This is an optimization exercise on Yosys and OpenROAD, whose aim is small area, a short achievable clock period and few clock cycles per item, not a production implementation. No run shown here included a check of the RTL's function; only the layout flow was run. Power figures rest on the tool's default switching activity, not on a simulated workload.

==> flow/design.v (outline; a module is shown in full before it is edited, if it fits) <==
// module fp32_fa: 10 lines
// module fp32_ha: 9 lines
// module fp32_round_pack: 66 lines
// module fp32_mul_pipe: 1426 lines
module fp32_mul_pipe #(
  parameter logic [31:0] QNAN = fp32_pkg::QNAN
) (
  input  logic        clk,
  input  logic        rst_n,
  input  logic        in_valid,
  output logic        in_ready,
  input  logic [31:0] A,
  input  logic [31:0] B,
  output logic        out_valid,
  input  logic        out_ready,
  output logic [31:0] result,
  output logic [2:0]  flags
);
  // ...
==> flow/flow/run.sh <==
#!/bin/bash
# The standard layout, with the port buffers that global placement inserts made plain
# buffers (sky130_fd_sc_hd__buf_2) instead of the delay cell that buffer_ports picks.
set -euo pipefail
export BUFFER_PORTS_ARGS="-buffer_cell sky130_fd_sc_hd__buf_2"
bash standard.sh finish > standard_flow.log 2>&1
==> flow/standard.sh <==
#!/bin/bash
# synth_recipe.tcl (not shown) runs the flow's synth.tcl, then flattens the netlist and writes it again
# the make line also repeats each setting of config.mk as NAME=value (left out here)
make -C /OpenROAD-flow-scripts/flow DESIGN_CONFIG=/design/flow/config.mk WORK_HOME=/design/flow/orfs CLKGATE_MAP_FILE= SYNTH_SCRIPT=/design/flow/synth_recipe.tcl "${@:-finish}"
==> flow/config.mk <==
export PLATFORM = sky130hd
export DESIGN_NAME = fp32_mul_pipe
export DESIGN_NICKNAME = fp32_mul_pipe
export VERILOG_FILES = /design/flow/design.v
export SDC_FILE = /design/flow/constraint.sdc
export NUM_CORES = 4
export LEC_CHECK = 0
export ABC_AREA = 1
export CAP_MARGIN = 20
export CORE_MARGIN = 2
export CORE_UTILIZATION = 45
export SETUP_SLACK_MARGIN = 2.5
export SLEW_MARGIN = 20
export SYNTH_HIERARCHICAL = 1
export SYNTH_MINIMUM_KEEP_SIZE = 0
export TNS_END_PERCENT = 5
==> flow/constraint.sdc <==
create_clock -name core_clock -period 8.0 [get_ports {clk}]
set_input_delay 1.6000 -clock core_clock [delete_from_list [all_inputs] [get_ports {clk}]]
set_output_delay 1.6000 -clock core_clock [all_outputs]
set_load 0.01 [all_outputs]
==> notes.md, run 1 <==
* Relative slew slack at 38.27%
* Crit-path cells: buf_2 -> nor2_1 -> inv_1 -> nand2_2 -> o22ai_1 -> xor2_1 -> fa_1 -> fa_1 -> fa_1 -> fa_1 -> fa_1
* Power, Total at 0.008695 W
* # DRC at 0
* Max incr delay on CP at 580 ps
* Max FO, Critical Path at 17
* H-tree depth at 3
* Post-DP HPWL at 50,170 um
* Nets at 2,894
* Sw power at 0.004712 W
* Status: no timing/DRC/antenna violations
* Die area at 0.04465 mm^2
* Peak VDD IR at 0.1831 mV
* Resized cells post-CTS at 35
* GRT Total Usage at 29.46%
* Worst Setup EP: rq[20]
* WP buf/inv at 2
* Clock Sink Count at 85
* Synthesized area per cell at 8.008 um^2
* Largest family of logic cells by synthesized area: adder cells
* Leak at 9.578 nW
* Clk pwr at 0.000423 W
* Hold_buf cts at 0
* Non-CTS inverters at 291
* Power of the combinational group at 0.00713 W
* Area occupied by registers at 0.002547 mm^2
* Area growth syn-to-layout at 8.909%
* Most Frequent Cell on Critical Path: fa_1
* Row count at 75
* Per-cell routed wire length at 22.10 um
* Biggest regs: rq (68), exp_q (10), cls_q (2)
* Cell family with most CP delay: adder cells
* Biggest consumer: combinational cells
* M1 wire length at 27,550 um
==> run 2, diff against run 1 <==
--- a/flow/design.v
+++ b/flow/design.v
@@ -95,18 +95,18 @@
   output logic        in_ready,
   input  logic [31:0] A,
   input  logic [31:0] B,
   output logic        out_valid,
   input  logic        out_ready,
   output logic [31:0] result,
   output logic [2:0]  flags
 );
-  localparam int NR = 68;
-  localparam int HW = 34;
+  localparam int NR = 76;
+  localparam int HW = 38;
   logic adv;
   logic [NR-1:0] rd, rq;
   logic [HW-1:0] hia, hib;
   logic ck;
   logic sign_d, sign_q, tie0_d, tie0_q, tie1_d, tie1_q, ck_q;
   logic [1:0] cls_d, cls_q;
   logic signed [9:0] exp_d, exp_q;
   logic bo0, bt0, bn0;
@@ -1369,90 +1369,98 @@
   fp32_fa u_fa287 (.a(fc197), .b(fs242), .c(fc241), .s(fs287), .co(fc287));
   fp32_fa u_fa288 (.a(fc199), .b(fs243), .c(fc242), .s(fs288), .co(fc288));
   fp32_fa u_fa289 (.a(fs244), .b(fc201), .c(fc243), .s(fs289), .co(fc289));
   fp32_fa u_fa290 (.a(hc203), .b(fs245), .c(fc244), .s(fs290), .co(fc290));
   fp32_fa u_fa291 (.a(fc204), .b(fs246), .c(fc245), .s(fs291), .co(fc291));
   fp32_fa u_fa292 (.a(fs247), .b(hc205), .c(fc246), .s(fs292), .co(fc292));
   fp32_fa u_fa293 (.a(A[22]), .b(hs248), .c(fc247), .s(fs293), .co(fc293));
   fp32_ha u_ha294 (.a(1'b1), .b(hc248), .s(hs294), .co(hc294));
-  logic [13:0] loa, lob;
-  logic [14:0] lo_sum;
-  assign loa = {fs260, fs259, fs258, fs257, fs256, fs255, fs254, fs253, fs252, fs251, hs250, hs249, pp0_1, pp0_0};
-  assign lob = {fc259, fc258, fc257, fc256, fc255, fc254, fc253, fc252, fc251, hc250, hc249, bn1, 1'b0, bn0};
+  logic [9:0] loa, lob;
+  logic [10:0] lo_sum;
+  assign loa = {fs256, fs255, fs254, fs253, fs252, fs251, hs250, hs249, pp0_1, pp0_0};
+  assign lob = {fc255, fc254, fc253, fc252, fc251, hc250, hc249, bn1, 1'b0, bn0};
   assign lo_sum = {1'b0, loa} + {1'b0, lob};
-  assign ck = lo_sum[14];
-  assign rd[0] = fs261;
-  assign rd[1] = fc260;
-  assign rd[2] = fs262;
-  assign rd[3] = fc261;
-  assign rd[4] = fs263;
-  assign rd[5] = fc262;
-  assign rd[6] = fs264;
-  assign rd[7] = fc263;
-  assign rd[8] = fs265;
-  assign rd[9] = fc264;
-  assign rd[10] = fs266;
-  assign rd[11] = fc265;
-  assign rd[12] = fs267;
-  assign rd[13] = fc266;
-  assign rd[14] = fs268;
-  assign rd[15] = fc267;
-  assign rd[16] = fs269;
-  assign rd[17] = fc268;
-  assign rd[18] = fs270;
-  assign rd[19] = fc269;
-  assign rd[20] = fs271;
-  assign rd[21] = fc270;
-  assign rd[22] = fs272;
-  assign rd[23] = fc271;
-  assign rd[24] = fs273;
-  assign rd[25] = fc272;
-  assign rd[26] = fs274;
-  assign rd[27] = fc273;
-  assign rd[28] = fs275;
-  assign rd[29] = fc274;
-  assign rd[30] = fs276;
-  assign rd[31] = fc275;
-  assign rd[32] = fs277;
-  assign rd[33] = fc276;
-  assign rd[34] = fs278;
-  assign rd[35] = fc277;
-  assign rd[36] = fs279;
-  assign rd[37] = fc278;
-  assign rd[38] = fs280;
-  assign rd[39] = fc279;
-  assign rd[40] = fs281;
-  assign rd[41] = fc280;
-  assign rd[42] = fs282;
-  assign rd[43] = fc281;
-  assign rd[44] = fs283;
-  assign rd[45] = fc282;
-  assign rd[46] = fs284;
-  assign rd[47] = fc283;
-  assign rd[48] = fs285;
-  assign rd[49] = fc284;
-  assign rd[50] = fs286;
-  assign rd[51] = fc285;
-  assign rd[52] = fs287;
-  assign rd[53] = fc286;
-  assign rd[54] = fs288;
-  assign rd[55] = fc287;
-  assign rd[56] = fs289;
-  assign rd[57] = fc288;
-  assign rd[58] = fs290;
-  assign rd[59] = fc289;
-  assign rd[60] = fs291;
-  assign rd[61] = fc290;
-  assign rd[62] = fs292;
-  assign rd[63] = fc291;
-  assign rd[64] = fs293;
-  assign rd[65] = fc292;
-  assign rd[66] = hs294;
-  assign rd[67] = fc293;
+  assign ck = lo_sum[10];
+  assign rd[0] = fs257;
+  assign rd[1] = fc256;
+  assign rd[2] = fs258;
+  assign rd[3] = fc257;
+  assign rd[4] = fs259;
+  assign rd[5] = fc258;
+  assign rd[6] = fs260;
+  assign rd[7] = fc259;
+  assign rd[8] = fs261;
+  assign rd[9] = fc260;
+  assign rd[10] = fs262;
+  assign rd[11] = fc261;
+  assign rd[12] = fs263;
+  assign rd[13] = fc262;
+  assign rd[14] = fs264;
+  assign rd[15] = fc263;
+  assign rd[16] = fs265;
+  assign rd[17] = fc264;
+  assign rd[18] = fs266;
+  assign rd[19] = fc265;
+  assign rd[20] = fs267;
+  assign rd[21] = fc266;
+  assign rd[22] = fs268;
+  assign rd[23] = fc267;
+  assign rd[24] = fs269;
+  assign rd[25] = fc268;
+  assign rd[26] = fs270;
+  assign rd[27] = fc269;
+  assign rd[28] = fs271;
+  assign rd[29] = fc270;
+  assign rd[30] = fs272;
+  assign rd[31] = fc271;
+  assign rd[32] = fs273;
+  assign rd[33] = fc272;
+  assign rd[34] = fs274;
+  assign rd[35] = fc273;
+  assign rd[36] = fs275;
+  assign rd[37] = fc274;
+  assign rd[38] = fs276;
+  assign rd[39] = fc275;
+  assign rd[40] = fs277;
+  assign rd[41] = fc276;
+  assign rd[42] = fs278;
+  assign rd[43] = fc277;
+  assign rd[44] = fs279;
+  assign rd[45] = fc278;
+  assign rd[46] = fs280;
+  assign rd[47] = fc279;
+  assign rd[48] = fs281;
+  assign rd[49] = fc280;
+  assign rd[50] = fs282;
+  assign rd[51] = fc281;
+  assign rd[52] = fs283;
+  assign rd[53] = fc282;
+  assign rd[54] = fs284;
+  assign rd[55] = fc283;
+  assign rd[56] = fs285;
+  assign rd[57] = fc284;
+  assign rd[58] = fs286;
+  assign rd[59] = fc285;
+  assign rd[60] = fs287;
+  assign rd[61] = fc286;
+  assign rd[62] = fs288;
+  assign rd[63] = fc287;
+  assign rd[64] = fs289;
+  assign rd[65] = fc288;
+  assign rd[66] = fs290;
+  assign rd[67] = fc289;
+  assign rd[68] = fs291;
+  assign rd[69] = fc290;
+  assign rd[70] = fs292;
+  assign rd[71] = fc291;
+  assign rd[72] = fs293;
+  assign rd[73] = fc292;
+  assign rd[74] = hs294;
+  assign rd[75] = fc293;
   logic a_zero, b_zero, a_inf, b_inf, a_nan, b_nan;
   logic [23:0] lza, lzb, oha, ohb;
   assign a_zero = (A[30:23] == 8'h00);
   assign b_zero = (B[30:23] == 8'h00);
   assign a_inf  = (A[30:23] == 8'hFF) && (A[22:0] == 23'h0);
   assign b_inf  = (B[30:23] == 8'hFF) && (B[22:0] == 23'h0);
   assign a_nan  = (A[30:23] == 8'hFF) && (A[22:0] != 23'h0);
   assign b_nan  = (B[30:23] == 8'hFF) && (B[22:0] != 23'h0);
@@ -1492,19 +1500,19 @@
       ck_q   <= ck;
       sign_q <= sign_d;
       tie0_q <= tie0_d;
       tie1_q <= tie1_d;
       cls_q  <= cls_d;
       exp_q  <= exp_d;
     end
   end
-  assign hia = {rq[66], rq[64], rq[62], rq[60], rq[58], rq[56], rq[54], rq[52], rq[50], rq[48], rq[46], rq[44], rq[42], rq[40], rq[38], rq[36], rq[34], rq[32], rq[30], rq[28], rq[26], rq[24], rq[22], rq[20], rq[18], rq[16], rq[14], rq[12], rq[10], rq[8], rq[6], rq[4], rq[2], rq[0]};
-  assign hib = {rq[67], rq[65], rq[63], rq[61], rq[59], rq[57], rq[55], rq[53], rq[51], rq[49], rq[47], rq[45], rq[43], rq[41], rq[39], rq[37], rq[35], rq[33], rq[31], rq[29], rq[27], rq[25], rq[23], rq[21], rq[19], rq[17], rq[15], rq[13], rq[11], rq[9], rq[7], rq[5], rq[3], rq[1]};
-  fp32_round_pack #(.K(14), .QNAN(QNAN)) u_round_pack (
+  assign hia = {rq[74], rq[72], rq[70], rq[68], rq[66], rq[64], rq[62], rq[60], rq[58], rq[56], rq[54], rq[52], rq[50], rq[48], rq[46], rq[44], rq[42], rq[40], rq[38], rq[36], rq[34], rq[32], rq[30], rq[28], rq[26], rq[24], rq[22], rq[20], rq[18], rq[16], rq[14], rq[12], rq[10], rq[8], rq[6], rq[4], rq[2], rq[0]};
+  assign hib = {rq[75], rq[73], rq[71], rq[69], rq[67], rq[65], rq[63], rq[61], rq[59], rq[57], rq[55], rq[53], rq[51], rq[49], rq[47], rq[45], rq[43], rq[41], rq[39], rq[37], rq[35], rq[33], rq[31], rq[29], rq[27], rq[25], rq[23], rq[21], rq[19], rq[17], rq[15], rq[13], rq[11], rq[9], rq[7], rq[5], rq[3], rq[1]};
+  fp32_round_pack #(.K(10), .QNAN(QNAN)) u_round_pack (
     .hia    (hia),
     .hib    (hib),
     .cin    (ck_q),
     .tie0   (tie0_q),
     .tie1   (tie1_q),
     .sign   (sign_q),
     .exp    (exp_q),
     .cls    (cls_q),
==> run 2 against run 1 <==
  * Still clean on timing, DRC and antenna
  * Final area increased by 0.91%
  * Final cell count increased by 0.37%
  * Clock skew increased by 3.6 ps
  * Critical path type unchanged
==> notes.md, run 2 <==
* Max frequency at 0.1811 GHz
* Root buf cell: clkbuf_16
* Final period utilization at 69.02%
* Max incr delay on CP at 590 ps (about the same)
* Compound-Gate Fraction of Synth Area at 12.55%
* CTS Buf Count at 9
* Boundary pin count at 105
* Max FFs per register at 76
* Initial core utilization at 45.52%
* RR Startpoint: out_valid
* Largest net degree at the start of global routing at 48
* Finished Layout Cells at 3,021
* R2R Path End: rq[23]
* # DRC at 0 (unchanged)
* Layout cells sized above 1 at 12.36%
* Die Height at 212.7 um
* Post-route ant nets at 0
* Post-Syn Instances at 2,394
* Most frequent cell after synthesis: nand2_1
* H-tree depth at 3 (unchanged)
* Initial antenna violation count at 1
* Slew Viols, Final at 0
* Critical Path AT at 5620 ps
* Commonest non-fill, non-tap cell in the layout: nand2_1
* Most frequent cells in the layout: nand2_1, xor2_1, fa_1
* Row count at 76 (+1.3%)
* Clk Latency, worst-skew pair at 360 ps
* Sequential area share after synthesis at 14.22%
* Peak VDD IR at 0.1796 mV (-1.9%)
* First-pass DRT Iterations at 7
* Core area at 0.04308 mm^2
* Synth top area share at 26.96%
* Setup TNS at 0 ps
* Synth Area in XOR/XNOR at 12.24%
* Kind of critical path: primary input to register
* Die X-Extent at 212.7 um
* First-pass GRT wire length at 101,500 um
* Synth Area in Simple Gates at 19.89%
* Biggest regs: rq (76), exp_q (10), cls_q (2)
* Post-synth EDFFs at 92
* Synthesis warning total at 8
* Unique cell type count in the Yosys netlist at 49
* Clock Path Buffers at 2
* Ys flop type: edfxtp_1
* Hold_buf cts at 0 (unchanged)
* Req. time, crit path at 8100 ps
* Worst-case hold path end point: out_valid
* GRT Total Usage at 29.72% (+0.26 points)
* Final min period at 5521 ps
* Reg2Reg Depth at 3
* Detailed Route Iter0 Violations at 1,816
* Biggest register: rq
* Clk pin slew, worst setup/hold paths at 70 ps
* Max-Cap Viols at 0
* Area growth syn-to-layout at 8.404%
* Most Frequent Cell on Critical Path: fa_1
* CP Capture Type: register
* Leak at 9.449 nW (-1.3%)
* Post-DP HPWL at 50,170 um (about the same)
* Yosys top cell by area: fa_1
* Reg2reg setup slack at 5820 ps
* Worst hold stages at 2
* Crit-path cells: buf_2 -> inv_1 -> ha_1 -> clkinvlp_4 -> o22ai_1 -> inv_1 -> fa_1 -> fa_1 -> fa_1 -> fa_1 -> fa_1
* Ys async rst share at 1.075%
* Via count at 17.71k
* GPL Wtd Cong at 0.9494
* Nets at 2,860 (-1.2%)
* Drt total wl at 66,560 um
* CP Launch Type: primary input
* Hold Crit Class: register to register
* Vias per cell at 5.862
* Min-delay src: out_valid
* Final hold violations at 0
* Vias in the first global route at 17.61k
* Main area contributors after synthesis: fa_1, edfxtp_1, xor2_1
* Cell family with most CP delay: adder cells
* Max FO, Critical Path at 9 (-8)
* Ant. Diodes at 0
* Per-cell routed wire length at 22.03 um (-0.31%)
* RSZ-0062 raised after global routing: true
* # setup viols final at 0
* IO buf count at 104
* Status: no timing/DRC/antenna violations
* CTS tree: yes
* Worst path slowest cell: fa_1
* Die area at 0.04526 mm^2 (+1.4%)
* Area share of fa/ha/maj cells after synthesis at 33.15%
* Largest family of logic cells by synthesized area: adder cells
* Placed insts at 2,991
* Mapped Area at 0.01961 mm^2
* #FFs+latches synth at 93
* Most frequent cells after synthesis: nand2_1, xor2_1, fa_1, o22ai_1, inv_1
* Clock Sink Count at 93 (+9.4%)
* Total power density per cell area at 416.3 mW/mm^2
* Multiplexer area fraction after synthesis at 0%
* Grt total ovfl at 0
* WP buf/inv at 4 (+2)
* Synthesized area per cell at 8.190 um^2 (+2.3%)
* Relative slew slack at 38.09% (-0.18 points)
* Clock skew at 9.858 ps
* Slew @ Worst Pin at 927.7 ps
[run 2: changes by cell type after synthesis, moves of 7 or more]
cell      change
nand2_1      -35
nand3_1      -16
a21oi_1      +16
inv_2         -7
nand3b_1     +10
nand4_1      -12
xnor2_1       -8
inv_1        -16
edfxtp_1      +8
[run 2: cell families (layout without fill, tap and decap cells)]
logic type	after synthesis	after routing
compound gates	410	410
xor+xnor	274	274
buf+inv	401	431
flops	93	93
fa+ha+maj	361	361
simple gates	854	855
other cells	1	12
[run 2: how the worst max path moves through the flow]
stage | from | to | slack, ps | depth (start not counted)
after CTS | B[9] | rq[46] | 2390 | 12
after detailed placement | B[13] | rq[46] | 1660 | 11
after global placement | B[5] | rq[38] | 1700 | 13
final | B[21] | rq[34] | 2480 | 11
after global routing | A[9] | rq[30] | 2420 | 10
after floorplan | B[3] | rq[26] | 2490 | 13
[run 2: area by class of cell]
cell class,instances,area (um^2)
timing repair buffer,149,938.4
multi-input combinational,1912,15450
inverter,263,1033
sequential,93,2788
tap,585,732.0
clock inverter,7,70.07
clock buffer,9,225.2
timing repair inverter,3,15.01
fill,4222,21820
[run 2: metal layers]
layer / part of all wire [%] / vias to the layer above / track usage [%]
met5: 0 / - / 0
met1: 41 / 8581 / 39.39
met3: 10 / 154 / 7.222
met2: 44 / 957 / 45.61
li1: - / 8016 / -
met4: 4.8 / 0 / 14.61
[run 2: per-stage QoR]
stage / hold slack [ps] / setup slack, ps / power (W) / util (%) / cell area (um^2)
2_1_floorplan: 1304 / 2492 / 0.006307 / - / 19650
4_1_cts: 782.4 / 2393 / 0.008794 / 48.77 / 21010
6_report: 747.2 / 2479 / 0.008848 / 49.34 / 21250
3_5_place_dp: 759.7 / 1663 / 0.008325 / 47.87 / 20620
3_3_place_gp: 748.0 / 1703 / 0.008060 / 47.81 / 20590
5_1_grt: 833.0 / 2423 / 0.009898 / 49.34 / 21250
[run 2: worst min-delay path: cells and delay by family, from the launching register on]
family | cells | cell delay, ps
DFF | 1 | 390
and+or+nand+nor | 2 | 320
[run 2: Yosys stat by module (local to each module, per instance), excerpt]
module | copies in the design | flip-flops and latches | cells
fp32_ha | 32 | 0 | 1
fp32_mul_pipe | 1 | 93 | 1191
fp32_fa | 263 | 0 | 1
[run 2: power breakdown]
group          total, W  internal [W]  switching (W)
Combinational   0.00718       0.00273        0.00444
Sequential      0.00124       0.00114       0.000100
Clock          0.000431      0.000220       0.000212
[run 2: what timing repair did]
item / CTS / global route
endpoints found under the setup margin: 50 / 63
cloned: 1 / 4
resized for setup: 25 / 37
setup buffers: 2 / 7
pin swaps: 0 / 3

[re-timing with driven ports]
No port has a modelled driver above. Below, the same layouts with a new extraction and two added sets of constraints.
Step 1: set_driving_cell puts a clkbuf_16 on clk and a buf_2 on each other input, an assumption about the parent block.
Step 2 moves the port delays by t, midway between the first and last clock arrival at a register: inputs arrive t later, outputs are due t later. That takes back most of the time a late clock gives input paths.
Three values: ideal ports, drivers, drivers and shift; two values: the first two.
| run | t (ns) | slack for setup (ns) | worst hold slack (ns) | cell pins on the clock port's net |
|---|---|---|---|---|
| run 1 | 0.404 | 2.528 / 2.550 / 2.146 | 0.629 / 0.629 / 0.629 | 1 |
| run 2 | 0.413 | 2.479 / 2.510 / 2.097 | 0.747 / 0.747 / 0.747 | 1 |
After both steps every run listed still meets setup and hold.
